From an optimization exercise on the open Yosys and OpenROAD flow, aimed at small area; shortcuts taken in it are not production practice. Where RTL was checked, it was by simulation tests only, not by an equivalence proof against the original. Power is estimated from default activity; no workload was simulated.

==> flow/design.v <==
module c3po_packer #(
    parameter int unsigned IN_BYTES_P = 32,
    parameter int unsigned BEATS_P    = 5
) (
    input  logic                            i_clk,
    input  logic                            i_reset,
    input  logic                            i_in_val,
    input  logic                            i_in_sop,
    input  logic                            i_in_eop,
    input  logic [7:0]                      i_in_vbc,
    input  logic [IN_BYTES_P*8-1:0]         i_in_data,
    output logic                            o_in_ready,
    output logic                            o_out_val,
    output logic                            o_out_sop,
    output logic                            o_out_eop,
    output logic [7:0]                      o_out_vbc,
    output logic [IN_BYTES_P*BEATS_P*8-1:0] o_out_data,
    input  logic                            i_out_ready,
    output logic                            o_idle,
    output logic                            o_err
);
    localparam int unsigned InW  = IN_BYTES_P * 8;
    localparam int unsigned OutW = IN_BYTES_P * BEATS_P * 8;
    localparam int unsigned CntW = (BEATS_P > 1) ? $clog2(BEATS_P) : 1;
    logic                r_busy;
    logic [CntW-1:0]     r_cnt;
    logic                r_first;
    logic                r_out_val, r_out_sop, r_out_eop, r_err;
    logic [7:0]          r_out_vbc;
    logic [OutW-1:0]     r_data;
    logic                w_take, w_acc, w_vbc_legal, w_vbc_err, w_fin, w_word_sop;
    logic [7:0]          w_vbc_eff;
    logic [CntW-1:0]     w_slot;
    logic [BEATS_P-1:0]  w_we, w_hold;
    logic [IN_BYTES_P-1:0] w_bmask;
    assign o_in_ready  = !r_out_val || i_out_ready;
    assign w_take      = i_in_val && o_in_ready;
    assign w_vbc_legal = (i_in_vbc != 8'd0) && (i_in_vbc <= 8'(IN_BYTES_P));
    assign w_vbc_eff   = (i_in_eop && w_vbc_legal) ? i_in_vbc : 8'(IN_BYTES_P);
    assign w_vbc_err   = !w_vbc_legal || (!i_in_eop && (i_in_vbc != 8'(IN_BYTES_P)));
    assign w_acc      = w_take && (r_busy || i_in_sop);
    assign w_slot     = i_in_sop ? '0 : r_cnt;
    assign w_word_sop = i_in_sop || r_first;
    assign w_fin      = i_in_eop || (w_slot == CntW'(BEATS_P - 1));
    always_comb begin
        for (int j = 0; j < IN_BYTES_P; j++) begin
            w_bmask[j] = 8'(j) < w_vbc_eff;
        end
        for (int s = 0; s < BEATS_P; s++) begin
            w_we[s]   = w_acc && (w_slot == CntW'(s));
            w_hold[s] = !(w_acc && (w_slot == CntW'(s) || w_slot == '0));
        end
    end
    for (genvar s = 0; s < BEATS_P; s++) begin : g_slot
        for (genvar j = 0; j < IN_BYTES_P; j++) begin : g_byte
            logic w_wb;
            assign w_wb = w_we[s] && w_bmask[j];
            always_ff @(posedge i_clk) begin
                r_data[s*InW + 8*j +: 8] <= ({8{w_wb}} & i_in_data[8*j +: 8]) |
                                            ({8{w_hold[s]}} & r_data[s*InW + 8*j +: 8]);
            end
        end
    end
    always_ff @(posedge i_clk) begin
        if (i_reset) begin
            r_busy    <= 1'b0;
            r_cnt     <= '0;
            r_first   <= 1'b0;
            r_err     <= 1'b0;
            r_out_val <= 1'b0;
        end else begin
            r_err <= w_take && (w_vbc_err || !(r_busy || i_in_sop) || (i_in_sop && r_busy));
            if (w_acc) begin
                if (w_fin) begin
                    r_cnt   <= '0;
                    r_first <= 1'b0;
                    r_busy  <= !i_in_eop;
                end else begin
                    r_cnt   <= w_slot + CntW'(1);
                    r_first <= w_word_sop;
                    r_busy  <= 1'b1;
                end
            end
            if (w_acc && w_fin) begin
                r_out_val <= 1'b1;
            end else if (i_out_ready) begin
                r_out_val <= 1'b0;
            end
        end
    end
    always_ff @(posedge i_clk) begin
        if (w_acc && w_fin) begin
            r_out_sop <= w_word_sop;
            r_out_eop <= i_in_eop;
            r_out_vbc <= 8'(IN_BYTES_P * 32'(w_slot)) + w_vbc_eff;
        end
    end
    assign o_out_val  = r_out_val;
    assign o_out_sop  = r_out_sop;
    assign o_out_eop  = r_out_eop;
    assign o_out_vbc  = r_out_vbc;
    assign o_out_data = r_data;
    assign o_err      = r_err;
    assign o_idle     = !r_busy && !r_out_val;
endmodule
export LEC_CHECK = 0
export CAP_MARGIN = 20
export CORE_AREA = 10 10 490 490
export DIE_AREA = 0 0 500 500
export SLEW_MARGIN = 20
create_clock -name core_clock -period 5.0 [get_ports {i_clk}]
standard.sh (not shown) runs the stock make flow with config.mk's settings and CLKGATE_MAP_FILE= SYNTH_SCRIPT=/design/flow/synth_recipe.tcl, a recipe that flattens the netlist after the stock synthesis.
==> flow/flow/run.sh <==
#!/bin/bash
# Own layout flow: the standard ORFS flow (standard synthesis unchanged),
# with the smallest buffer cell on the ports and a clock tree built from
# small clock buffers without dummy loads.
set -euo pipefail
export BUFFER_PORTS_ARGS="-buffer_cell sky130_fd_sc_hd__buf_1"
export CTS_ARGS="-sink_clustering_enable -repair_clock_nets -buf_list sky130_fd_sc_hd__clkbuf_4 -dont_use_dummy_load"
bash standard.sh > flow_orfs.log 2>&1
Change:
--- a/flow/design.v
+++ b/flow/design.v
@@ -23,11 +23,13 @@
     localparam int unsigned OutW = IN_BYTES_P * BEATS_P * 8;
     localparam int unsigned CntW = (BEATS_P > 1) ? $clog2(BEATS_P) : 1;
-    logic                r_busy;
-    logic [CntW-1:0]     r_cnt;
-    logic                r_first;
-    logic                r_out_val, r_out_sop, r_out_eop, r_err;
-    logic [7:0]          r_out_vbc;
+    localparam int unsigned EffW = $clog2(IN_BYTES_P + 1);
+    logic                r_busy;    
+    logic                r_wdone;   
+    logic [CntW-1:0]     r_cnt;     
+    logic                r_first;   
+    logic [EffW-1:0]     r_eff;     
+    logic                r_out_val, r_err;
     logic [OutW-1:0]     r_data;
-    logic                w_take, w_acc, w_vbc_legal, w_vbc_err, w_fin, w_word_sop;
+    logic                w_take, w_acc, w_vbc_legal, w_vbc_err, w_fin, w_word_sop, w_new;
     logic [7:0]          w_vbc_eff;
     logic [CntW-1:0]     w_slot;
@@ -40,6 +42,7 @@
     assign w_vbc_err   = !w_vbc_legal || (!i_in_eop && (i_in_vbc != 8'(IN_BYTES_P)));
     assign w_acc      = w_take && (r_busy || i_in_sop);
-    assign w_slot     = i_in_sop ? '0 : r_cnt;
-    assign w_word_sop = i_in_sop || r_first;
+    assign w_new      = i_in_sop || r_wdone;
+    assign w_slot     = w_new ? '0 : r_cnt + CntW'(1);
+    assign w_word_sop = i_in_sop || (!r_wdone && r_first);
     assign w_fin      = i_in_eop || (w_slot == CntW'(BEATS_P - 1));
     always_comb begin
@@ -49,5 +52,5 @@
         for (int s = 0; s < BEATS_P; s++) begin
             w_we[s]   = w_acc && (w_slot == CntW'(s));
-            w_hold[s] = !(w_acc && (w_slot == CntW'(s) || w_slot == '0));
+            w_hold[s] = !(w_acc && (w_slot == CntW'(s) || w_new));
         end
     end
@@ -65,6 +68,5 @@
         if (i_reset) begin
             r_busy    <= 1'b0;
-            r_cnt     <= '0;
-            r_first   <= 1'b0;
+            r_wdone   <= 1'b1;
             r_err     <= 1'b0;
             r_out_val <= 1'b0;
@@ -72,13 +74,6 @@
             r_err <= w_take && (w_vbc_err || !(r_busy || i_in_sop) || (i_in_sop && r_busy));
             if (w_acc) begin
-                if (w_fin) begin
-                    r_cnt   <= '0;
-                    r_first <= 1'b0;
-                    r_busy  <= !i_in_eop;
-                end else begin
-                    r_cnt   <= w_slot + CntW'(1);
-                    r_first <= w_word_sop;
-                    r_busy  <= 1'b1;
-                end
+                r_busy  <= !i_in_eop;
+                r_wdone <= w_fin;
             end
             if (w_acc && w_fin) begin
@@ -90,14 +85,14 @@
     end
     always_ff @(posedge i_clk) begin
-        if (w_acc && w_fin) begin
-            r_out_sop <= w_word_sop;
-            r_out_eop <= i_in_eop;
-            r_out_vbc <= 8'(IN_BYTES_P * 32'(w_slot)) + w_vbc_eff;
+        if (w_acc) begin
+            r_cnt   <= w_slot;
+            r_first <= w_word_sop;
+            r_eff   <= EffW'(w_vbc_eff);
         end
     end
     assign o_out_val  = r_out_val;
-    assign o_out_sop  = r_out_sop;
-    assign o_out_eop  = r_out_eop;
-    assign o_out_vbc  = r_out_vbc;
+    assign o_out_sop  = r_first;
+    assign o_out_eop  = !r_busy;
+    assign o_out_vbc  = 8'(IN_BYTES_P * 32'(r_cnt)) + 8'(r_eff);
     assign o_out_data = r_data;
     assign o_err      = r_err;
After rerunning:
- The new run completed without violations
- clock power climbs slightly
- utilization rises by 1.0 points
- via count went up by a little under a tenth
- fmax falls by roughly a tenth
- final area came out higher by a few percent
- flip-flop and latch count shrinks by 3
- routed wire length went up by a little under a tenth
- total power came out higher slightly
- die area is unchanged
- setup slack loses 0.49 ns
- clock-buffer cell count is higher by 7
- sequential share of layout area goes down by 2.2 points
For the second run of this note, only the layout was checked, not whether the RTL still works.

## re-timing with driven ports
How much do the figures lean on ideal ports? The routed layouts below were timed once more, with nothing changed but the port constraints. Step 1, drivers: a clkbuf_16 drives i_clk and a buf_2 each remaining input, both assumed. Step 2 times the ports against the registers' clock, not the clock port: input delays grow and output delays shrink by t, the midpoint of the rising clock arrivals with the driver on. Slacks: ideal ports / drivers / drivers and shift; pairs: ideal ports / drivers.
run	t, ns	setup slack, ns	hold slack, ns	worst register clock-pin slew, ns	worst data-port slew with drivers (ns)
the first run	1.325	1.279 / 1.195 / 0.211	0.178 / 0.122 / 0.450	0.07 / 0.07	0.19
the second run	1.335	0.790 / 0.694 / 0.689	0.190 / 0.128 / 0.460	0.08 / 0.08	0.21
After both steps every run listed still meets setup and hold. For the first run, which loses most, drivers alone change the setup slack by -0.084 ns; drivers and shift together by -1.068 ns.
